What follows belongs to an exercise in optimizing a design on an open flow for small area, a short achievable clock period and few clock cycles per item; a production flow would make more cautious choices. RTL that was checked went through simulation tests only; none was proved equivalent to the original. No functional check of the RTL was part of runs 1 and 2.

==> flow/design.v <==
package swfd_pkg;
    localparam int MAX_WORDS      = 16;
    localparam int RING_DEPTH     = 64;
    localparam int CFG_W          = 5;
    localparam int CNT_W          = $clog2(MAX_WORDS + 1);
    localparam int WIDX_W         = 4;
    localparam int FRAME_OVERHEAD = 9;
    localparam int FRAME_MAX      = FRAME_OVERHEAD + 2 * MAX_WORDS;
    localparam int HIST_DEPTH     = FRAME_MAX;
    localparam int POS_W          = 6;
    localparam logic [15:0] CRC_POLY   = 16'h1021;
    localparam logic [15:0] CRC_INIT   = 16'hFFFF;
    localparam logic [7:0]  FRAME_TYPE = 8'h01;
    localparam logic [7:0]  MARKER     = 8'h00;
    localparam logic [CFG_W-1:0] WORD_COUNT_RESET = 5'd1;
    localparam logic [15:0] CRC_00     = 16'h1D0F;
endpackage
module swfd_ram #(
    parameter int WIDTH = 8,
    parameter int DEPTH = 41
) (
    input  logic                    clk,
    input  logic                    we,
    input  logic                    rot,
    input  logic [WIDTH-1:0]        wdata,
    output logic [DEPTH*WIDTH-1:0]  rdata
);
    logic [WIDTH-1:0] mem [DEPTH];
    always_ff @(posedge clk)
    begin
        if (we)
        begin
            mem[0] <= rot ? mem[DEPTH-1] : wdata;
            for (int i = 1; i < DEPTH; i++)
            begin
                mem[i] <= mem[i-1];
            end
        end
    end
    always_comb
    begin
        for (int i = 0; i < DEPTH; i++)
        begin
            rdata[i*WIDTH +: WIDTH] = mem[i];
        end
    end
endmodule
module swfd_crc_unit (
    input  logic [15:0] crc_in,
    input  logic [7:0]  data_in,
    output logic [15:0] crc_out
);
    logic [15:0] c;
    always_comb
    begin
        c = crc_in ^ {data_in, 8'h00};
        for (int k = 0; k < 8; k++)
        begin
            if (c[15])
            begin
                c = {c[14:0], 1'b0} ^ swfd_pkg::CRC_POLY;
            end
            else
            begin
                c = {c[14:0], 1'b0};
            end
        end
        crc_out = c;
    end
endmodule
module sliding_window_frame_detector_unit (
    input  logic                        clk,
    input  logic                        rst_n,
    input  logic                        in_valid,
    output logic                        in_stall,
    input  logic [7:0]                  rx_byte,
    output logic                        out_valid,
    input  logic                        out_stall,
    output logic                        frame_found,
    output logic [7:0]                  frame_address,
    output logic                        has_word,
    output logic [swfd_pkg::WIDX_W-1:0] word_index,
    output logic [15:0]                 data_word,
    output logic                        last,
    input  logic                        cfg_we,
    input  logic [swfd_pkg::CFG_W-1:0]  cfg_wdata
);
    localparam int HD  = swfd_pkg::HIST_DEPTH;
    localparam int PW  = swfd_pkg::POS_W;
    localparam int CW  = swfd_pkg::CNT_W;
    localparam int WIW = swfd_pkg::WIDX_W;
    logic [swfd_pkg::CFG_W-1:0] word_count_reg;
    logic [CW-1:0]              n_cap;
    assign n_cap = (word_count_reg > 5'(swfd_pkg::MAX_WORDS)) ? CW'(swfd_pkg::MAX_WORDS)
                                                              : CW'(word_count_reg);
    logic          h_v;
    logic [7:0]    h_b;
    logic [CW-1:0] h_n;
    logic          in_stall_reg;
    logic          accept;
    logic          consume_ok;
    logic          consume;
    assign in_stall = in_stall_reg;
    assign accept   = in_valid && !in_stall_reg;
    assign consume  = h_v && consume_ok;
    logic [HD*8-1:0] hist_flat;
    logic [7:0]      hist [HD];
    logic [PW-1:0]   vcnt_reg;       
    logic            scanning;
    swfd_ram #(
        .WIDTH (8),
        .DEPTH (HD)
    ) u_hist (
        .clk   (clk),
        .we    (consume || scanning),
        .rot   (scanning),
        .wdata (h_b),
        .rdata (hist_flat)
    );
    always_comb
    begin
        for (int i = 0; i < HD; i++)
        begin
            hist[i] = hist_flat[i*8 +: 8];
        end
    end
    logic [7:0]    sz;
    logic          hdr;
    logic [15:0]   hdr_crc;
    logic [15:0]   crc_a, crc_b;
    assign sz  = hist[1];
    assign hdr = (vcnt_reg >= PW'(4)) && (hist[3] == swfd_pkg::MARKER) && (hist[2] == swfd_pkg::MARKER) &&
                 sz[0] && (sz >= 8'(swfd_pkg::FRAME_OVERHEAD)) && (sz <= 8'(swfd_pkg::FRAME_MAX)) &&
                 (h_b == swfd_pkg::FRAME_TYPE);
    swfd_crc_unit u_crc_sz (.crc_in(swfd_pkg::CRC_00), .data_in(sz),                   .crc_out(crc_a));
    swfd_crc_unit u_crc_ad (.crc_in(crc_a),            .data_in(hist[0]),              .crc_out(crc_b));
    swfd_crc_unit u_crc_ty (.crc_in(crc_b),            .data_in(swfd_pkg::FRAME_TYPE), .crc_out(hdr_crc));
    logic          tv;
    logic [15:0]   tcrc;
    logic [PW-1:0] trem;
    logic [CW-1:0] tn;
    logic [7:0]    taddr;
    logic [15:0]   tupd;
    logic          tchk;
    logic          t_open;           
    logic          trk_good;
    swfd_crc_unit u_crc_trk (.crc_in(tcrc), .data_in(h_b), .crc_out(tupd));
    always_comb
    begin
        unique case (trem)
            PW'(4):  tchk = (tcrc[7:0]  == h_b);
            PW'(3):  tchk = (tcrc[15:8] == h_b);
            PW'(2):  tchk = (h_b == swfd_pkg::MARKER);
            PW'(1):  tchk = 1'b0;
            default: tchk = 1'b1;
        endcase
    end
    assign t_open   = tv && tchk;
    assign trk_good = tv && (trem == PW'(1)) && (tn == h_n) && (h_b == swfd_pkg::MARKER);
    logic          u_v;
    logic [PW-1:0] u_rem;
    logic [PW-1:0] wide_cnt;
    logic          u_end;
    logic          u_keep;
    logic          evict;
    logic          trig;
    assign u_end  = u_v && (u_rem == PW'(1));
    assign u_keep = u_v && !u_end;
    assign evict  = hdr && t_open;
    assign trig   = (h_b == swfd_pkg::MARKER) && (hist[0] == swfd_pkg::MARKER) && !trk_good &&
                    (u_end || (wide_cnt != '0));
    logic [15:0]   s_crc;
    logic [PW-1:0] s_off;
    logic [PW:0]   s_idx;
    logic [PW-1:0] s_f;
    logic          s_ok;
    logic [7:0]    s_byte;
    logic [15:0]   s_upd;
    logic          s_chk;
    logic          s_done;
    logic          s_good;
    logic [PW-1:0] h_f_m1;           
    assign s_byte = hist[HD-1];
    assign s_done = (s_off == '0);
    assign h_f_m1 = PW'(swfd_pkg::FRAME_OVERHEAD - 1) + PW'({h_n, 1'b0});
    swfd_crc_unit u_crc_scan (.crc_in(s_crc), .data_in(s_byte), .crc_out(s_upd));
    always_comb
    begin
        s_chk = 1'b1;
        if (s_idx == (PW+1)'(0) || s_idx == (PW+1)'(1) || s_off == PW'(1) || s_off == PW'(0))
        begin
            s_chk = (s_byte == swfd_pkg::MARKER);
        end
        if (s_idx == (PW+1)'(2))
        begin
            s_chk = (s_byte == 8'(s_f));
        end
        if (s_idx == (PW+1)'(4))
        begin
            s_chk = (s_byte == swfd_pkg::FRAME_TYPE);
        end
        if (s_off == PW'(3))
        begin
            s_chk = (s_byte == s_crc[7:0]);
        end
        if (s_off == PW'(2))
        begin
            s_chk = (s_byte == s_crc[15:8]);
        end
    end
    assign s_good = s_ok && s_chk;
    logic            r0_v, r0_sp, r0_good, r0_hasw, r0_last, r0_sh;
    logic [WIW-1:0]  r0_m, r0_i;
    logic [7:0]      r0_addr;
    logic            r1_v, r1_sp, r1_good, r1_hasw, r1_last;
    logic [WIW-1:0]  r1_m;
    logic [7:0]      r1_addr;
    logic            out_take;
    logic            r0_issue;
    logic            r0_free;        
    logic [15:0]     pair0;
    logic [15:0]     word;
    logic            nd_sp, nd_good, nd_hasw, nd_last;
    logic [WIW-1:0]  nd_m;
    assign nd_sp   = trig;
    assign nd_good = trk_good;
    assign nd_hasw = trk_good && (h_n != '0);
    assign nd_last = !nd_hasw || (h_n == CW'(1));
    assign nd_m    = WIW'(h_n - CW'(1));
    assign scanning   = r0_v && r0_sp;
    assign consume_ok = !r1_v && !(r0_v && (r0_sp || !r0_last));
    assign out_take   = !out_valid || !out_stall;
    assign r0_issue   = out_take && r0_v && !r0_sp;
    assign r0_free    = !r0_v || (r0_issue && r0_last);
    assign pair0 = r0_sh ? {hist[5], hist[6]} : {hist[4], hist[5]};
    always_comb
    begin
        word = pair0;
        for (int m = 1; m < swfd_pkg::MAX_WORDS; m++)
        begin
            if (r0_m == WIW'(m))
            begin
                word = {hist[2*m+4], hist[2*m+5]};
            end
        end
    end
    logic r0_v_n, r0_sp_n, r0_last_n, r1_v_n, h_v_n;
    always_comb
    begin
        r0_v_n    = r0_v;
        r0_sp_n   = r0_sp;
        r0_last_n = r0_last;
        r1_v_n    = r1_v;
        if (r0_free)
        begin
            if (r1_v)
            begin
                r0_v_n    = 1'b1;
                r0_sp_n   = r1_sp;
                r0_last_n = r1_last;
                r1_v_n    = 1'b0;
            end
            else if (consume)
            begin
                r0_v_n    = 1'b1;
                r0_sp_n   = nd_sp;
                r0_last_n = nd_last;
            end
            else
            begin
                r0_v_n    = 1'b0;
            end
        end
        else
        begin
            if (consume)
            begin
                r1_v_n = 1'b1;
            end
            if (r0_issue)
            begin
                r0_last_n = (r0_m == WIW'(1));
            end
            else if (scanning && s_done)
            begin
                r0_sp_n   = 1'b0;
                r0_last_n = !(s_good && (s_f != PW'(swfd_pkg::FRAME_OVERHEAD))) || (r0_m == '0);
            end
        end
        h_v_n = accept || (h_v && !consume);
    end
    logic             found_reg;
    logic [7:0]       faddr_reg;
    logic             has_word_reg;
    logic [WIW-1:0]   widx_reg;
    logic [15:0]      data_reg;
    logic             last_reg;
    always_ff @(posedge clk or negedge rst_n)
    begin
        if (!rst_n)
        begin
            word_count_reg <= swfd_pkg::WORD_COUNT_RESET;
            h_v            <= 1'b0;
            in_stall_reg   <= 1'b0;
            vcnt_reg       <= '0;
            tv             <= 1'b0;
            u_v            <= 1'b0;
            wide_cnt       <= '0;
            r0_v           <= 1'b0;
            r1_v           <= 1'b0;
            out_valid      <= 1'b0;
        end
        else
        begin
            if (cfg_we)
            begin
                word_count_reg <= cfg_wdata;
            end
            h_v          <= h_v_n;
            in_stall_reg <= h_v_n && !(!r1_v_n && !(r0_v_n && (r0_sp_n || !r0_last_n)));
            r0_v         <= r0_v_n;
            r1_v         <= r1_v_n;
            if (consume)
            begin
                if (vcnt_reg != '1)
                begin
                    vcnt_reg <= vcnt_reg + PW'(1);
                end
                tv <= hdr || t_open;
                if (evict && !u_keep)
                begin
                    u_v <= 1'b1;
                end
                else if (u_end)
                begin
                    u_v <= 1'b0;
                end
                if (evict && u_keep)
                begin
                    wide_cnt <= PW'(37);
                end
                else if (wide_cnt != '0)
                begin
                    wide_cnt <= wide_cnt - PW'(1);
                end
            end
            if (out_take)
            begin
                out_valid <= r0_v && !r0_sp;
            end
        end
    end
    always_ff @(posedge clk)
    begin
        if (accept)
        begin
            h_b <= rx_byte;
            h_n <= n_cap;
        end
        if (consume)
        begin
            if (hdr)
            begin
                tcrc  <= hdr_crc;
                trem  <= PW'(sz - 8'd5);
                tn    <= CW'((sz - 8'(swfd_pkg::FRAME_OVERHEAD)) >> 1);
                taddr <= hist[0];
            end
            else
            begin
                if (trem >= PW'(5))
                begin
                    tcrc <= tupd;
                end
                trem <= trem - PW'(1);
            end
            if (evict && !u_keep)
            begin
                u_rem <= trem - PW'(1);
            end
            else
            begin
                u_rem <= u_rem - PW'(1);
            end
        end
        if (consume)
        begin
            s_crc <= swfd_pkg::CRC_INIT;
            s_off <= PW'(HD - 1);
            s_idx <= (PW+1)'(h_f_m1) - (PW+1)'(HD - 1);
            s_f   <= PW'(h_f_m1) + PW'(1);
            s_ok  <= (vcnt_reg >= PW'(h_f_m1));
        end
        else if (scanning)
        begin
            if (s_idx[PW] == 1'b0 && s_off >= PW'(4))
            begin
                s_crc <= s_upd;
            end
            s_ok  <= s_ok && (s_idx[PW] || s_chk);
            s_off <= s_off - PW'(1);
            s_idx <= s_idx + (PW+1)'(1);
        end
        if (r0_free)
        begin
            r0_sh <= 1'b0;
            r0_i  <= '0;
            if (r1_v)
            begin
                r0_sp   <= r1_sp;
                r0_good <= r1_good;
                r0_hasw <= r1_hasw;
                r0_last <= r1_last;
                r0_m    <= r1_m;
                r0_addr <= r1_addr;
            end
            else
            begin
                r0_sp   <= nd_sp;
                r0_good <= nd_good;
                r0_hasw <= nd_hasw;
                r0_last <= nd_last;
                r0_m    <= nd_m;
                r0_addr <= taddr;
            end
        end
        else
        begin
            if (consume)
            begin
                r0_sh <= 1'b1;
            end
            if (r0_issue)
            begin
                r0_last <= (r0_m == WIW'(1));
                r0_m    <= r0_m - WIW'(1);
                r0_i    <= r0_i + WIW'(1);
            end
            else if (scanning)
            begin
                if (s_idx == (PW+1)'(3))
                begin
                    r0_addr <= s_byte;
                end
                if (s_done)
                begin
                    r0_sp   <= 1'b0;
                    r0_good <= s_good;
                    r0_hasw <= s_good && (s_f != PW'(swfd_pkg::FRAME_OVERHEAD));
                    r0_last <= !(s_good && (s_f != PW'(swfd_pkg::FRAME_OVERHEAD))) || (r0_m == '0);
                end
            end
        end
        if (consume && !r0_free)
        begin
            r1_sp   <= nd_sp;
            r1_good <= nd_good;
            r1_hasw <= nd_hasw;
            r1_last <= nd_last;
            r1_m    <= nd_m;
            r1_addr <= taddr;
        end
        if (r0_issue)
        begin
            found_reg    <= r0_good;
            faddr_reg    <= r0_good ? r0_addr : 8'h00;
            has_word_reg <= r0_hasw;
            widx_reg     <= r0_i;
            data_reg     <= r0_hasw ? word : 16'h0000;
            last_reg     <= r0_last;
        end
    end
    assign frame_found   = found_reg;
    assign frame_address = faddr_reg;
    assign has_word      = has_word_reg;
    assign word_index    = widx_reg;
    assign data_word     = data_reg;
    assign last          = last_reg;
endmodule
==> flow/run.sh <==
#!/bin/bash
# synth_recipe.tcl (not shown) runs the flow's synth.tcl, then flattens the netlist and writes it again
# the make line also repeats each setting of config.mk as NAME=value (left out here)
make -C /OpenROAD-flow-scripts/flow DESIGN_CONFIG=/design/flow/config.mk WORK_HOME=/design/flow/orfs CLKGATE_MAP_FILE= SYNTH_SCRIPT=/design/flow/synth_recipe.tcl finish
==> flow/config.mk <==
export PLATFORM = sky130hd
export DESIGN_NAME = sliding_window_frame_detector_unit
export DESIGN_NICKNAME = sliding_window_frame_detector_unit
export VERILOG_FILES = /design/flow/design.v
export SDC_FILE = /design/flow/constraint.sdc
export NUM_CORES = 4
export LEC_CHECK = 0
export ABC_CLOCK_PERIOD_IN_PS = 2500
export CAP_MARGIN = 20
export CORE_MARGIN = 2
export CORE_UTILIZATION = 40
export SETUP_SLACK_MARGIN = 3.5
export SLEW_MARGIN = 20
==> flow/constraint.sdc <==
create_clock -name core_clock -period 6.0 [get_ports {clk}]
set_input_delay 1.2000 -clock core_clock [delete_from_list [all_inputs] [get_ports {clk}]]
set_output_delay 1.2000 -clock core_clock [all_outputs]
set_load 0.01 [all_outputs]
==> results.yml, run 1 <==
timing:
  fin_skew_ps: 31.0
  fin_ws_ps: 3460
  final-setup-viol-count: 0
  relSlewSlack_pct: 43.9
  min_period_ps: 2540
  rsz0062_at_grt: "yes"
  worstMarginPinSlew_ps: 841
  fmax_mhz: 393
  finalMaxSlewViolations: 0
  hold_violations: 0
  tns_ps: 0
  period_share_pct: 42.4
placed_design:
  place_ws_ps: 2250
  place_congestion: 0.833
  place.detailed.hpwl_um: 31000
  portBuffers: 50
grt:
  grt_pass1_wl_um: 77000
  grt_max_degree: 69
  grt-ovfl-total: 0
  track_usage_pct: 17.5
  grt_pass1_vias: 13000
  antenna_found_initial: 0
critical_path:
  criticalPathCategory: "reg -> reg"
  cp_max_fo: 5
  cp-end-kind: "register"
  cp_data_arrival_time_ps: 2990
  required_ps: 6440
  cp-start-kind: "register"
die:
  rows: 86
  dieArea_um2: 56900
  die_w_um: 239
  die_h_um: 239
  num_io_pins: 51
  core_area_um2: 54800
  initial_utilization_pct: 40.2
detailed_routing:
  vias: 13200
  drt-initial-drc-count: 1049
  antenna_left: 0
  avgViaCountPerCell: 5.49
  first_pass_iters: 5
  post-route-drc-count: 0
  detail_route.wl_per_cell_um: 21.0
  wl_um: 50500
final_layout:
  area_growth_pct: 19.2
  diodes: 0
  nets: 1718
  fillers: 4670
  largest_register: "u_hist.mem"
  drive_above_1_share_pct: 20.2
  largest_reg_flops: 328
yosys:
  async_reset_ff_share_pct: 4.72
  yosysTopAreaCell: "edfxtp_1"
  synth_top_area_share_pct: 62.5
  syn-instance-count: 1538
  avgSynthCellArea_um2: 14.3
  yosysWarnings: 6
  synth_nets: 1592
  synth-main-ff-cell: "edfxtp_1"
  synth_cell_type_count: 80
  synth_area_leaders: "edfxtp_1 62%, xnor2_1 4.1%, dfrtp_1 2.6%"
  synth-seq-area-share_pct: 67.6
  syn_area_um2: 22000
  synth_edf_count: 458
  yosysMostFrequentCell: "edfxtp_1"
  synth_common_cells: "458 x edfxtp_1, 119 x nand2_1, 103 x xnor2_1, 69 x nor2_1"
  synth-seq-cells: 509
clock_network:
  clk_latency_ps: 600
  cts_tree: "done"
  cts.clk_slew.worst_paths_ps: 60
  clk_path_buf_depth: 3
  root_buffer: "clkbuf_16"
  cts.sinks: 509
  htreeDepth: 2
  numCtsBuffers: 53
flow_run:
  drv_cap: 0
hold_path:
  hp-class: "reg -> reg"
status:
  status: "timing/DRC/antenna clean"
[per-layer routing]
layer	share of wire [%]	vias to the layer above	routed length, µm	global-route usage, %
met5	0	-	0	0
met4	2.6	0	1290	5.78
met3	5.8	79	2940	2.94
met2	45	415	22800	26.6
met1	47	6604	23600	25.4
li1	-	6121	-	-
[critical path, stage by stage, from the launching register on]
cell	delay [ps]
edfxtp_1	440
inv_2	110
ha_4	180
or3b_4	480
mux2i_1	150
o211ai_1	220
o221ai_2	150
a2111oi_4	390
o21ai_1	130
a21oi_1	140
[worst paths after layout]
path	startpoint	endpoint	slack, ps	depth (start not counted)
max reg2reg	r0_m[1]$_DFFE_PP_	data_reg[4]$_SDFFCE_PN0P_	3460	9
min reg2reg	u_hist.mem[37][4]$_DFFE_PP_	u_hist.mem[38][4]$_DFFE_PP_	410	0
min	u_hist.mem[37][4]$_DFFE_PP_	u_hist.mem[38][4]$_DFFE_PP_	410	0
max in group asynchronous	rst_n	word_count_reg[0]$_DFFE_PN1P_	4720	2
min in group asynchronous	rst_n	wide_cnt[1]$_DFFE_PN0P_	970	2
max	r0_m[1]$_DFFE_PP_	data_reg[4]$_SDFFCE_PN0P_	3460	9
[logic make-up after synthesis]
kind of cell,share of synthesized area [%]
AOI/OAI and AO/OA,10.4
xor gates and xnor gates,6.73
adders and majority gates,2.05
buffers and inverters,2.27
DFF,67.6
muxes,3.35
and+or+nand+nor,7.58
[through the flow]
step                      instance area, µm²  instances  utilization [%]  hold WS (ps)
after global placement                 23300       2232             42.5           403
final                                  26200       2410             47.9           414
after detailed placement               23300       2232             42.5           405
after CTS                              25600       2379             46.8           416
after floorplan                        22100       1538                -           400
after global routing                   26200       2410             47.9           431
[cell usage in the layout, fill, tap and decap left out, types with 7 or more instances in the layout]
cell,n
edfxtp_1,458
nand2_1,115
xnor2_1,99
buf_4,81
nor2_1,66
xor2_1,55
clkbuf_16,54
a22o_1,44
a21oi_1,40
o211ai_1,39
mux2i_1,37
o21ai_1,32
inv_1,31
ha_1,31
nor3_1,30
o21ai_0,29
o22ai_1,29
mux2_2,28
dfxtp_1,27
dfrtp_1,22
clkinv_1,19
clkdlybuf4s50_1,17
o221ai_2,16
nand4_1,15
nand3_1,15
nor4_1,14
clkdlybuf4s15_1,13
a2111oi_4,12
and2_1,9
o211ai_2,9
clkinv_2,9
buf_2,8
nand2b_1,7
nor2b_1,7
[final cells by class]
| cell class | count | area [µm²] | area share (%) |
|---|---|---|---|
| clock buffers | 59 | 1380 | 5.25 |
| clock inverters | 38 | 248 | 0.944 |
| inverters | 36 | 146 | 0.558 |
| multi-input cells | 920 | 7410 | 28.3 |
| flip-flops and latches | 509 | 14900 | 56.8 |
| well taps | 704 | 881 | 3.36 |
| repair buffers | 144 | 1280 | 4.87 |
[repair_timing]
action | in CTS | in global routing
hold buffers | 0 | 0
cloned | 8 | 1
pin swaps | 28 | 47
setup endpoints to repair | 529 | 298
resized for setup | 143 | 69
setup buffers | 42 | 30
==> run 2, diff against run 1 <==
--- a/flow/config.mk
+++ b/flow/config.mk
@@ -6,8 +6,8 @@
 export NUM_CORES = 4
 export LEC_CHECK = 0
-export ABC_CLOCK_PERIOD_IN_PS = 2500
+export ABC_CLOCK_PERIOD_IN_PS = 2200
 export CAP_MARGIN = 20
 export CORE_MARGIN = 2
 export CORE_UTILIZATION = 40
-export SETUP_SLACK_MARGIN = 3.5
+export SETUP_SLACK_MARGIN = 3.8
 export SLEW_MARGIN = 20
==> run 2 against run 1 <==
  * Still clean
  * Setup slack got worse by 41 ps
  * Worst hold slack improved by 3.7 ps
  * Design area is 4.1% higher
  * Clock skew grew 20 ps
  * Sequential share of layout area shrank 2.3 points
  * Register-to-register slack worse by 40 ps
  * Via count grew 3.3%
  * Global-route usage rose by 0.65 points
==> results.yml, run 2 <==
grt:
  grt-ovfl-total: 0
  use_met3_pct: 2.97
  grt_max_degree: 87
  track_usage_pct: 18.1
  use_met1_pct: 26.5
  grt_pass1_wl_um: 79800
  grt-busiest-layer: "met2"
  use_met2_pct: 28.1
  antenna_found_initial: 0
  grt_pass1_vias: 13200
clock_network:
  clk_path_buf_depth: 3
  cts.sinks: 509
  clk_latency_ps: 600
  cts_hold_buffers: 0
  root_buffer: "clkbuf_16"
  cts.clk_slew.worst_paths_ps: 60
  numCtsBuffers: 53
  cts_tree: "done"
  htreeDepth: 2
final_layout:
  seqCellArea_um2: 14900
  layout_commonest_cell: "edfxtp_1"
  instances_no_fill: 2478
  mostFrequentLayoutCells: "458 x edfxtp_1, 125 x buf_4, 102 x nand2_1"
  area_growth_pct: 24.1
  utilization_pct: 49.9
  diodes: 0
  drive_above_1_share_pct: 28.1
  fillers: 4560
  multi_input_area_um2: 7740
  largest_register: "u_hist.mem"
  largest_reg_flops: 328
  nets: 1785
placed_design:
  portBuffers: 50
  dp_cells: 2229
  place_congestion: 0.830
  place.detailed.hpwl_um: 31000
timing:
  fmax_mhz: 387
  finalMaxSlewViolations: 0
  hold_ws_ps: 418
  fin_skew_ps: 51.4
  relSlewSlack_pct: 40.8
  hold_violations: 0
  period_share_pct: 43.1
  worstMarginPinSlew_ps: 880
  rsz0062_at_grt: "yes"
  final-setup-viol-count: 0
  tns_ps: 0
  min_period_ps: 2590
critical_path:
  required_ps: 6440
  path_delay_family: "compound AO/OA/AOI/OAI gates"
  cp.depth: 11
  path_cells: "buf_4 -> inv_2 -> ha_4 -> nor3b_4 -> buf_6 -> nand2_1 -> o211ai_1 -> o221ai_1 -> a2111oi_2 -> o21ai_1 -> a21oi_1"
  reg2reg_slack_ps: 3410
  crit_buf_inv: 3
  r2r_cells: 11
  r2r-end: "data_reg[3]$_SDFFCE_PN0P_"
  cp-start-kind: "register"
  r2r-start: "r0_m[0]$_DFFE_PP_"
  cp_max_fo: 15
  cp-end-kind: "register"
  criticalPathCategory: "reg -> reg"
  cp_data_arrival_time_ps: 3020
  cp_slowest_stage_delay_ps: 490
  crit_slowest_cell: "edfxtp_1"
die:
  rows: 86
  dieArea_um2: 56900
  core_area_um2: 54800
  num_io_pins: 51
  die_h_um: 239
  initial_utilization_pct: 40.2
  die_w_um: 239
detailed_routing:
  drt-initial-drc-count: 1090
  first_pass_iters: 5
  avgViaCountPerCell: 5.51
  detail_route.wl_per_cell_um: 21.3
  antenna_left: 0
  wl_um: 52700
  post-route-drc-count: 0
  vias: 13700
yosys:
  async_reset_ff_share_pct: 4.72
  synth_nets: 1592
  synth-seq-cells: 509
  synth_top_area_share_pct: 62.5
  synth_common_cells: "458 x edfxtp_1, 119 x nand2_1, 103 x xnor2_1, 69 x nor2_1"
  syn-instance-count: 1538
  synth_cell_type_count: 80
  synth_area_leaders: "edfxtp_1 62%, xnor2_1 4.1%, dfrtp_1 2.6%"
  syn_area_um2: 22000
  synth-seq-area-share_pct: 67.6
  yosysMostFrequentCell: "edfxtp_1"
  yosysTopAreaCell: "edfxtp_1"
  synth_edf_count: 458
  synth-main-ff-cell: "edfxtp_1"
  yosysWarnings: 6
  avgSynthCellArea_um2: 14.3
hold_path:
  holdPathEnd: "u_hist.mem[37][5]$_DFFE_PP_"
  hp-class: "reg -> reg"
  min_path_cells: 0
  worstHoldStart: "u_hist.mem[36][5]$_DFFE_PP_"
flow_run:
  drv_cap: 0
status:
  status: "timing/DRC/antenna clean"
-- run 2: cell counts after synthesis --
No cell type changed its count.
-- run 2: area by class of cell --
| cell class | instances | area share (%) |
|---|---|---|
| Clock buffer | 60 | 4.99 |
| Clock inverter | 38 | 1.45 |
| Inverter | 36 | 0.554 |
| Multi-Input combinational cell | 920 | 28.3 |
| Sequential cell | 509 | 54.5 |
| Tap cell | 704 | 3.22 |
| Timing Repair Buffer | 211 | 6.94 |
-- run 2: worst max path at each step --
stage,start,endpoint,slack (ps)
final,r0_m[0]$_DFFE_PP_,data_reg[3]$_SDFFCE_PN0P_,3410
after global placement,out_stall,in_stall_reg$_DFF_PN0_,2590
after detailed placement,r0_m[2]$_DFFE_PP_,data_reg[1]$_SDFFCE_PN0P_,2390
after global routing,r0_m[0]$_DFFE_PP_,data_reg[6]$_SDFFCE_PN0P_,3300
after floorplan,r0_last$_DFFE_PP_,s_idx[0]$_SDFFCE_PP0P_,3130
after CTS,r0_m[0]$_DFFE_PP_,data_reg[6]$_SDFFCE_PN0P_,3480
-- run 2: logic make-up (layout without fill, tap and decap cells) --
| group | Yosys count | count (layout) | share of synthesized area (%) |
|---|---|---|---|
| adder cells (fa/ha/maj) | 36 | 36 | 2.05 |
| AND/OR/NAND/NOR | 337 | 343 | 7.58 |
| buffers and inverters | 116 | 345 | 2.27 |
| XOR/XNOR | 164 | 164 | 6.73 |
| AO/OA/AOI/OAI | 306 | 307 | 10.4 |
| multiplexers | 70 | 70 | 3.35 |
| flip-flops | 509 | 509 | 67.6 |
-- run 2: metal layers --
layer	vias up	routed length (µm)
met3	86	3430
met2	436	24200
li1	6263	-
met1	6876	24000
met5	-	0
met4	0	1050
-- run 2: metrics by stage --
stage	cell area, µm²	worst slack, ps
detailed placement	23300	2390
global placement	23300	2590
finish	27300	3410
floorplan	22200	3130
global route	27300	3300
CTS	26600	3480
-- run 2: timing repair --
item | in CTS | in global routing
pin swaps | 45 | 38
buffers inserted | 104 | 33
resized for setup | 286 | 74
gates cloned | 11 | 3
endpoints found under the setup margin | 551 | 304
==> run 3, diff against run 2 <==
--- a/flow/design.v
+++ b/flow/design.v
@@ -97,4 +97,6 @@
     logic [7:0]    h_b;
     logic [CW-1:0] h_n;
+    logic          h_zero;           
+    logic          h_type;           
     logic          in_stall_reg;
     logic          accept;
@@ -107,5 +109,9 @@
     logic [7:0]      hist [HD];
     logic [PW-1:0]   vcnt_reg;       
-    logic            scanning;
+    logic [3:0]      hz;             
+    logic [1:0]      hsz;            
+    logic            h_size;         
+    logic            scanning;       
+    logic            rotating;       
     swfd_ram #(
         .WIDTH (8),
@@ -113,6 +119,6 @@
     ) u_hist (
         .clk   (clk),
-        .we    (consume || scanning),
-        .rot   (scanning),
+        .we    (consume || rotating),
+        .rot   (rotating),
         .wdata (h_b),
         .rdata (hist_flat)
@@ -129,9 +135,8 @@
     logic [15:0]   hdr_crc;
     logic [15:0]   crc_a, crc_b;
-    assign sz  = hist[1];
-    assign hdr = (vcnt_reg >= PW'(4)) && (hist[3] == swfd_pkg::MARKER) && (hist[2] == swfd_pkg::MARKER) &&
-                 sz[0] && (sz >= 8'(swfd_pkg::FRAME_OVERHEAD)) && (sz <= 8'(swfd_pkg::FRAME_MAX)) &&
-                 (h_b == swfd_pkg::FRAME_TYPE);
-    swfd_crc_unit u_crc_sz (.crc_in(swfd_pkg::CRC_00), .data_in(sz),                   .crc_out(crc_a));
+    assign sz     = hist[1];
+    assign h_size = h_b[0] && (h_b >= 8'(swfd_pkg::FRAME_OVERHEAD)) && (h_b <= 8'(swfd_pkg::FRAME_MAX));
+    assign hdr    = (vcnt_reg >= PW'(4)) && hz[3] && hz[2] && hsz[1] && h_type;
+    swfd_crc_unit u_crc_sz (.crc_in(swfd_pkg::CRC_00), .data_in({2'b00, sz[5:1], 1'b1}), .crc_out(crc_a));
     swfd_crc_unit u_crc_ad (.crc_in(crc_a),            .data_in(hist[0]),              .crc_out(crc_b));
     swfd_crc_unit u_crc_ty (.crc_in(crc_b),            .data_in(swfd_pkg::FRAME_TYPE), .crc_out(hdr_crc));
@@ -151,5 +156,5 @@
             PW'(4):  tchk = (tcrc[7:0]  == h_b);
             PW'(3):  tchk = (tcrc[15:8] == h_b);
-            PW'(2):  tchk = (h_b == swfd_pkg::MARKER);
+            PW'(2):  tchk = h_zero;
             PW'(1):  tchk = 1'b0;
             default: tchk = 1'b1;
@@ -157,5 +162,5 @@
     end
     assign t_open   = tv && tchk;
-    assign trk_good = tv && (trem == PW'(1)) && (tn == h_n) && (h_b == swfd_pkg::MARKER);
+    assign trk_good = tv && (trem == PW'(1)) && (tn == h_n) && h_zero;
     logic          u_v;
     logic [PW-1:0] u_rem;
@@ -168,5 +173,5 @@
     assign u_keep = u_v && !u_end;
     assign evict  = hdr && t_open;
-    assign trig   = (h_b == swfd_pkg::MARKER) && (hist[0] == swfd_pkg::MARKER) && !trk_good &&
+    assign trig   = h_zero && hz[0] && !trk_good &&
                     (u_end || (wide_cnt != '0));
     logic [15:0]   s_crc;
@@ -175,4 +180,5 @@
     logic [PW-1:0] s_f;
     logic          s_ok;
+    logic          s_fin;            
     logic [7:0]    s_byte;
     logic [15:0]   s_upd;
@@ -209,7 +215,8 @@
         end
     end
-    assign s_good = s_ok && s_chk;
+    assign s_good = s_ok;
     logic            r0_v, r0_sp, r0_good, r0_hasw, r0_last, r0_sh;
-    logic [WIW-1:0]  r0_m, r0_i;
+    logic [swfd_pkg::MAX_WORDS-1:0] r0_oh;       
+    logic [WIW-1:0]  r0_i;
     logic [7:0]      r0_addr;
     logic            r1_v, r1_sp, r1_good, r1_hasw, r1_last;
@@ -229,4 +236,5 @@
     assign nd_m    = WIW'(h_n - CW'(1));
     assign scanning   = r0_v && r0_sp;
+    assign rotating   = scanning && !s_fin;
     assign consume_ok = !r1_v && !(r0_v && (r0_sp || !r0_last));
     assign out_take   = !out_valid || !out_stall;
@@ -236,13 +244,14 @@
     always_comb
     begin
-        word = pair0;
+        word = r0_oh[0] ? pair0 : 16'h0000;
         for (int m = 1; m < swfd_pkg::MAX_WORDS; m++)
         begin
-            if (r0_m == WIW'(m))
-            begin
-                word = {hist[2*m+4], hist[2*m+5]};
-            end
+            word = word | (r0_oh[m] ? {hist[2*m+4], hist[2*m+5]} : 16'h0000);
         end
     end
+    function automatic logic [swfd_pkg::MAX_WORDS-1:0] onehot(input logic [WIW-1:0] m);
+        onehot = '0;
+        onehot[m] = 1'b1;
+    endfunction
     logic r0_v_n, r0_sp_n, r0_last_n, r1_v_n, h_v_n;
     always_comb
@@ -280,10 +289,10 @@
             if (r0_issue)
             begin
-                r0_last_n = (r0_m == WIW'(1));
+                r0_last_n = r0_oh[1];
             end
-            else if (scanning && s_done)
+            else if (scanning && s_fin)
             begin
                 r0_sp_n   = 1'b0;
-                r0_last_n = !(s_good && (s_f != PW'(swfd_pkg::FRAME_OVERHEAD))) || (r0_m == '0);
+                r0_last_n = !(s_good && (s_f != PW'(swfd_pkg::FRAME_OVERHEAD))) || r0_oh[0];
             end
         end
@@ -304,4 +313,6 @@
             in_stall_reg   <= 1'b0;
             vcnt_reg       <= '0;
+            hz             <= '0;
+            hsz            <= '0;
             tv             <= 1'b0;
             u_v            <= 1'b0;
@@ -323,4 +334,6 @@
             if (consume)
             begin
+                hz  <= {hz[2:0], h_zero};
+                hsz <= {hsz[0], h_size};
                 if (vcnt_reg != '1)
                 begin
@@ -355,6 +368,8 @@
         if (accept)
         begin
-            h_b <= rx_byte;
-            h_n <= n_cap;
+            h_b    <= rx_byte;
+            h_n    <= n_cap;
+            h_zero <= (rx_byte == swfd_pkg::MARKER);
+            h_type <= (rx_byte == swfd_pkg::FRAME_TYPE);
         end
         if (consume)
@@ -391,6 +406,7 @@
             s_f   <= PW'(h_f_m1) + PW'(1);
             s_ok  <= (vcnt_reg >= PW'(h_f_m1));
+            s_fin <= 1'b0;
         end
-        else if (scanning)
+        else if (scanning && !s_fin)
         begin
             if (s_idx[PW] == 1'b0 && s_off >= PW'(4))
@@ -401,4 +417,5 @@
             s_off <= s_off - PW'(1);
             s_idx <= s_idx + (PW+1)'(1);
+            s_fin <= s_done;
         end
         if (r0_free)
@@ -412,5 +429,5 @@
                 r0_hasw <= r1_hasw;
                 r0_last <= r1_last;
-                r0_m    <= r1_m;
+                r0_oh   <= onehot(r1_m);
                 r0_addr <= r1_addr;
             end
@@ -421,5 +438,5 @@
                 r0_hasw <= nd_hasw;
                 r0_last <= nd_last;
-                r0_m    <= nd_m;
+                r0_oh   <= onehot(nd_m);
                 r0_addr <= taddr;
             end
@@ -433,20 +450,20 @@
             if (r0_issue)
             begin
-                r0_last <= (r0_m == WIW'(1));
-                r0_m    <= r0_m - WIW'(1);
+                r0_last <= r0_oh[1];
+                r0_oh   <= r0_oh >> 1;
                 r0_i    <= r0_i + WIW'(1);
             end
             else if (scanning)
             begin
-                if (s_idx == (PW+1)'(3))
+                if (s_idx == (PW+1)'(3) && !s_fin)
                 begin
                     r0_addr <= s_byte;
                 end
-                if (s_done)
+                if (s_fin)
                 begin
                     r0_sp   <= 1'b0;
                     r0_good <= s_good;
                     r0_hasw <= s_good && (s_f != PW'(swfd_pkg::FRAME_OVERHEAD));
-                    r0_last <= !(s_good && (s_f != PW'(swfd_pkg::FRAME_OVERHEAD))) || (r0_m == '0);
+                    r0_last <= !(s_good && (s_f != PW'(swfd_pkg::FRAME_OVERHEAD))) || r0_oh[0];
                 end
             end
--- a/flow/config.mk
+++ b/flow/config.mk
@@ -6,8 +6,8 @@
 export NUM_CORES = 4
 export LEC_CHECK = 0
-export ABC_CLOCK_PERIOD_IN_PS = 2200
+export ABC_CLOCK_PERIOD_IN_PS = 2500
 export CAP_MARGIN = 20
 export CORE_MARGIN = 2
 export CORE_UTILIZATION = 40
-export SETUP_SLACK_MARGIN = 3.8
+export SETUP_SLACK_MARGIN = 3.5
 export SLEW_MARGIN = 20
==> run 3 against run 2 <==
  * Register-to-register slack improved by 170 ps
  * Die area shrank 1.8%
  * First-iteration DRC count is 11% higher
  * Core utilization decreased by 3.4 points
  * Worst hold slack got worse by 46 ps
  * Critical endpoint is now frame_address[3]
  * Global-route usage is 0.57 points lower
  * Flip-flop and latch count is 21 higher
  * Non-clock buffer count decreased by 134
  * Highest routed layer unchanged
  * Setup slack improved by 48 ps
  * Still clean
==> results.yml, run 3 <==
yosys:
  synth-seq-area-share_pct: 71.6
  synth_top_area_share_pct: 65.5
  synth_cell_type_count: 66
  async_reset_ff_share_pct: 5.66
  synth-main-ff-cell: "edfxtp_1"
  synth_area_leaders: "edfxtp_1 66%, a22oi_1 3.4%, dfrtp_1 3.4%"
  yosysWarnings: 6
  synth-seq-cells: 530
  yosysTopAreaCell: "edfxtp_1"
  avgSynthCellArea_um2: 14.7
  syn_area_um2: 21600
  synth_common_cells: "472 x edfxtp_1, 145 x nand2_1, 98 x a22oi_1, 78 x xnor2_1, 74 x xor2_1"
  yosysMostFrequentCell: "edfxtp_1"
  syn-instance-count: 1469
  synth_edf_count: 472
  synth_nets: 1520
detailed_routing:
  drt-initial-drc-count: 1207
  wl_um: 49500
  antenna_left: 0
  first_pass_iters: 5
  vias: 12500
  post-route-drc-count: 0
  detail_route.wl_per_cell_um: 21.8
  avgViaCountPerCell: 5.49
timing:
  relSlewSlack_pct: 28.1
  fin_skew_ps: 54.2
  rsz0062_at_grt: "yes"
  fmax_mhz: 394
  finalMaxSlewViolations: 0
  final-setup-viol-count: 0
  min_period_ps: 2540
  hold_violations: 0
  worstMarginPinSlew_ps: 1080
  tns_ps: 0
  period_share_pct: 42.3
  fin_ws_ps: 3460
hold_path:
  worstHoldStart: "u_hist.mem[39][5]$_DFFE_PP_"
  hp-class: "reg -> reg"
  min_path_cells: 0
grt:
  grt-ovfl-total: 0
  antenna_found_initial: 1
  grt_max_degree: 107
  grt_pass1_wl_um: 74700
  track_usage_pct: 17.5
  grt_pass1_vias: 12300
placed_design:
  place_congestion: 0.807
  place.detailed.hpwl_um: 29700
  place_ws_ps: 2480
  portBuffers: 50
critical_path:
  cp_slowest_stage_delay_ps: 500
  cp_max_fo: 1
  path_cells: "buf_2"
  r2r-start: "r0_sp$_SDFFCE_PP0P_"
  cp_data_arrival_time_ps: 1340
  crit_buf_inv: 1
  crit_slowest_cell: "edfxtp_1"
  r2r_cells: 6
  path_delay_family: "flip-flops"
  startpoint: "faddr_reg[3]$_SDFFCE_PN0P_"
  criticalPathCategory: "reg -> out"
  cp-end-kind: "output port"
  cp-start-kind: "register"
  cp.depth: 1
  required_ps: 4800
flow_run:
  drv_cap: 0
clock_network:
  cts.clk_slew.worst_paths_ps: 60
  root_buffer: "clkbuf_16"
  cts_tree: "done"
  clk_latency_ps: 640
  clk_path_buf_depth: 3
  htreeDepth: 2
  cts_hold_buffers: 0
  cts.sinks: 530
  numCtsBuffers: 54
final_layout:
  nets: 1580
  layout_commonest_cell: "edfxtp_1"
  mostFrequentLayoutCells: "472 x edfxtp_1, 139 x nand2_1, 98 x a22oi_1"
  drive_above_1_share_pct: 11.5
  diodes: 0
  fillers: 4717
  area_growth_pct: 15.2
  largest_reg_flops: 328
  largest_register: "u_hist.mem"
status:
  status: "timing/DRC/antenna clean"
die:
  rows: 85
  die_w_um: 237
  dieArea_um2: 55900
  num_io_pins: 51
  initial_utilization_pct: 40.4
  die_h_um: 237
  core_area_um2: 53600
run 3: cell count changes after synthesis, moves of 23 or more:
cell	delta
a22oi_1	+97
nand4_1	+23
o21ai_1	-29
o22ai_1	-33
nand2_1	+26
o211ai_1	-24
xnor2_1	-25
a22o_1	-41
run 3: layer usage:
metal	GRT usage [%]	wire length (µm)	vias up
met3	3.53	3310	88
li1	-	-	5655
met1	25.5	22500	6279
met5	0	0	-
met4	5.26	1340	0
met2	26.6	22400	434
run 3: final cells by class:
cell class	instances	area, µm²	area share [%]
Clock buffer	67	1410	5.66
Clock inverter	32	350	1.41
Inverter	39	163	0.653
Multi-Input combinational cell	826	5910	23.7
Sequential cell	530	15500	62.2
Tap cell	696	871	3.50
Timing Repair Buffer	77	709	2.85
Timing Repair inverter	1	8.76	0.0352
run 3: what timing repair did:
| action | CTS | global route |
|---|---|---|
| resized for setup | 89 | 19 |
| pin swaps | 2 | 6 |
| buffers inserted | 4 | 10 |
| endpoints found under the setup margin | 508 | 264 |
| cloned | 3 | 3 |
run 3: kinds of logic (layout without fill, tap and decap cells):
family          after synthesis  count (layout)  share of synthesized area (%)
compound gates              266             267                           8.60
xor+xnor                    154             154                           6.36
fa+ha+maj                    33              33                           1.91
buf+inv                     117             216                           2.12
flops                       530             530                           71.6
mux                          45              45                           2.21
simple gates                324             327                           7.21
run 3: per-stage QoR:
step,util [%],instance area (µm²),hold slack [ps],std cells
after floorplan,-,21700,400,1469
after global placement,42.6,22800,402,2149
after detailed placement,42.6,22800,405,2149
after CTS,46.1,24700,368,2255
after global routing,46.5,24900,391,2268
final,46.5,24900,372,2268
run 3: worst paths after layout:
path                                                 end  slack (ps)
setup / recovery                        frame_address[3]        3460
hold / removal               u_hist.mem[40][5]$_DFFE_PP_         370
setup reg to reg                    r1_addr[7]$_DFFE_PP_        3580
hold reg to reg              u_hist.mem[40][5]$_DFFE_PP_         370
max in group asynchronous                 r1_v$_DFF_PN0_        4650
min in group asynchronous  word_count_reg[2]$_DFFE_PN0P_         990
Testbench counts of run 3, summed over its fixed seeds: cycles 27,838, bytes 24,469.
==> run 4, diff against run 3 <==
--- a/flow/config.mk
+++ b/flow/config.mk
@@ -10,4 +10,6 @@
 export CORE_MARGIN = 2
 export CORE_UTILIZATION = 40
+export CTS_CLUSTER_DIAMETER = 120
+export CTS_CLUSTER_SIZE = 24
 export SETUP_SLACK_MARGIN = 3.5
 export SLEW_MARGIN = 20
==> run 4 against run 3 <==
  * Critical path type unchanged
  * Core utilization down 1.9 points
  * Still clean
  * Cell count decreased by 2.8%
  * Setup slack gained 63 ps
  * Critical endpoint is now frame_address[6]
  * Via count fell by 2.4%
==> results.yml, run 4 <==
timing:
  min_period_ps: 2480
  worstMarginPinSlew_ps: 1130
  relSlewSlack_pct: 24.8
  fin_ws_ps: 3520
  tns_ps: 0
  rsz0062_at_grt: "yes"
  fmax_mhz: 404
  final-setup-viol-count: 0
  period_share_pct: 41.3
  hold_violations: 0
  finalMaxSlewViolations: 0
  fin_skew_ps: 21.9
yosys:
  syn-instance-count: 1469
  synth_area_leaders: "edfxtp_1 66%, a22oi_1 3.4%, dfrtp_1 3.4%"
  synth_cell_type_count: 66
  synth-seq-cells: 530
  synth_top_family_by_area: "compound AO/OA/AOI/OAI gates"
  synth-simple-area-share_pct: 7.21
  synth-main-ff-cell: "edfxtp_1"
  yosysWarnings: 6
  yosysMostFrequentCell: "edfxtp_1"
  synth_edf_count: 472
  yosysTopAreaCell: "edfxtp_1"
  yosys-mux-area-fraction_pct: 2.21
  synth_common_cells: "472 x edfxtp_1, 145 x nand2_1, 98 x a22oi_1, 78 x xnor2_1, 74 x xor2_1"
  syn_area_um2: 21600
  synth_nets: 1520
  synth_compound_area_share_pct: 8.60
  avgSynthCellArea_um2: 14.7
  synth-seq-area-share_pct: 71.6
  synth-xor-area-share_pct: 6.36
  synth_top_area_share_pct: 65.5
  async_reset_ff_share_pct: 5.66
  yosys.area_share.adder_pct: 1.91
critical_path:
  crit_slowest_cell: "edfxtp_1"
  required_ps: 4800
  cp-end-kind: "output port"
  path_delay_family: "flip-flops"
  cp-start-kind: "register"
  path_cells: "buf_2"
  r2r-start: "h_b[6]$_DFFE_PP_"
  cp_max_fo: 1
  cp_slowest_stage_delay_ps: 500
  crit_buf_inv: 1
  cp_data_arrival_time_ps: 1280
  criticalPathCategory: "reg -> out"
  startpoint: "faddr_reg[6]$_SDFFCE_PN0P_"
hold_path:
  hp-class: "reg -> reg"
  worstHoldStart: "u_hist.mem[1][6]$_DFFE_PP_"
clock_network:
  clk_path_buf_depth: 3
  cts_hold_buffers: 0
  htreeDepth: 1
  clk_latency_ps: 590
  cts_tree: "done"
  cts.sinks: 530
  cts.clk_slew.worst_paths_ps: 100
  root_buffer: "clkbuf_16"
  numCtsBuffers: 26
die:
  num_io_pins: 51
  dieArea_um2: 55900
  die_h_um: 237
  die_w_um: 237
  rows: 85
  initial_utilization_pct: 40.4
  core_area_um2: 53600
final_layout:
  drive_above_1_share_pct: 8.88
  fillers: 4821
  largest_reg_flops: 328
  largest_register: "u_hist.mem"
  seqCellArea_um2: 15500
  multi_input_area_um2: 5910
  nets: 1551
  area_growth_pct: 10.4
  diodes: 0
  layout_commonest_cell: "edfxtp_1"
  mostFrequentLayoutCells: "472 x edfxtp_1, 139 x nand2_1, 98 x a22oi_1"
detailed_routing:
  avgViaCountPerCell: 5.51
  antenna_left: 0
  drt-initial-drc-count: 1270
  wl_um: 48300
  vias: 12200
  first_pass_iters: 5
  post-route-drc-count: 0
  detail_route.wl_per_cell_um: 21.9
placed_design:
  place_ws_ps: 2480
  portBuffers: 50
  place.detailed.hpwl_um: 29700
  place_congestion: 0.807
grt:
  grt_pass1_wl_um: 73400
  grt-ovfl-total: 0
  antenna_found_initial: 5
  grt_pass1_vias: 11900
  grt_max_degree: 87
  track_usage_pct: 17.1
flow_run:
  drv_cap: 0
status:
  status: "timing/DRC/antenna clean"
[run 4: cell counts after synthesis]
No cell type changed its count.
[run 4: kinds of logic (layout without fill, tap and decap cells)]
logic type / count (synthesis) / count (layout)
AND/OR/NAND/NOR: 324 / 326
XOR/XNOR: 154 / 154
buffers and inverters: 117 / 154
adder cells (fa/ha/maj): 33 / 33
AO/OA/AOI/OAI: 266 / 267
multiplexers: 45 / 45
flip-flops: 530 / 530
[run 4: repair_timing]
item | in CTS | in global routing
setup buffers | 4 | 11
pin swaps | 2 | 5
cloned | 4 | 0
setup endpoints to repair | 505 | 215
gates resized for setup | 75 | 23
endpoints found under the hold margin | 0 | 0
[run 4: worst paths after layout]
| kind | endpoint | slack, ps | depth (start not counted) |
|---|---|---|---|
| worst max register to register | u_rem[2]$_DFFE_PP_ | 3580 | 6 |
| min in group asynchronous | word_count_reg[4]$_DFFE_PN0P_ | 1010 | 2 |
| max in group asynchronous | r1_v$_DFF_PN0_ | 4640 | 2 |
| worst min-delay path | u_hist.mem[2][6]$_DFFE_PP_ | 420 | 0 |
| worst max-delay path | frame_address[6] | 3520 | 1 |
| worst min register to register | u_hist.mem[2][6]$_DFFE_PP_ | 420 | 0 |
[run 4: metrics by stage]
step           hold WS [ps]  area [µm²]  utilization [%]  std cells
2_1_floorplan           400       21700                -       1469
3_3_place_gp            402       22800             42.6       2149
3_5_place_dp            405       22800             42.6       2149
4_1_cts                 425       23700             44.2       2194
5_1_grt                 436       23900             44.6       2205
6_report                422       23900             44.6       2205
[run 4: layout make-up]
| cell class | instances | share of cell area [%] |
|---|---|---|
| sequential | 530 | 64.9 |
| multi-input combinational | 825 | 24.7 |
| tap | 696 | 3.65 |
| timing repair buffer | 78 | 3.04 |
| clock buffer | 33 | 2.83 |
| inverter | 39 | 0.681 |
| clock inverter | 4 | 0.189 |
[run 4: per-layer routing]
| layer | wire, µm | track usage (%) | part of all wire (%) | up-vias |
|---|---|---|---|---|
| li1 | - | - | - | 5562 |
| met1 | 22300 | 25.5 | 46 | 6121 |
| met2 | 22300 | 26.6 | 46 | 435 |
| met3 | 3020 | 2.44 | 6.2 | 42 |
| met4 | 693 | 3.43 | 1.4 | 0 |
| met5 | 0 | 0 | 0 | - |

## what the ideal ports hide
In the flow no input, the clock included, has a driving cell. The finished layouts below were timed again as built, in two steps.
Step 1, drivers: a clkbuf_16 drives clk and a buf_2 each remaining input, both assumed.
Step 2 times the ports against the registers' clock, not the clock port: input delays grow and output delays shrink by t, the midpoint of the rising clock arrivals with the driver on.
Slacks: no drivers / after step 1 / after step 2; pairs: no drivers / after step 1.
run | shift t [ns] | setup WS [ns] | worst setup path after step 2 | latest minus earliest clock arrival (ns) | worst data-port slew with drivers (ns)
run 1 | 0.641 | 3.455 / 3.455 / 2.935 | input to register | 0.034 / 0.035 | 0.04
run 2 | 0.633 | 3.414 / 3.414 / 3.374 | input to register | 0.052 / 0.051 | 0.03
run 3 | 0.672 | 3.461 / 3.404 / 2.936 | input to register | 0.055 / 0.055 | 0.03
run 4 | 0.633 | 3.524 / 3.470 / 3.276 | input to register | 0.025 / 0.025 | 0.03
After both steps setup and hold are still met in every run listed. For run 3, which loses most, drivers alone change the setup slack by -0.057 ns; drivers and shift together by -0.525 ns.
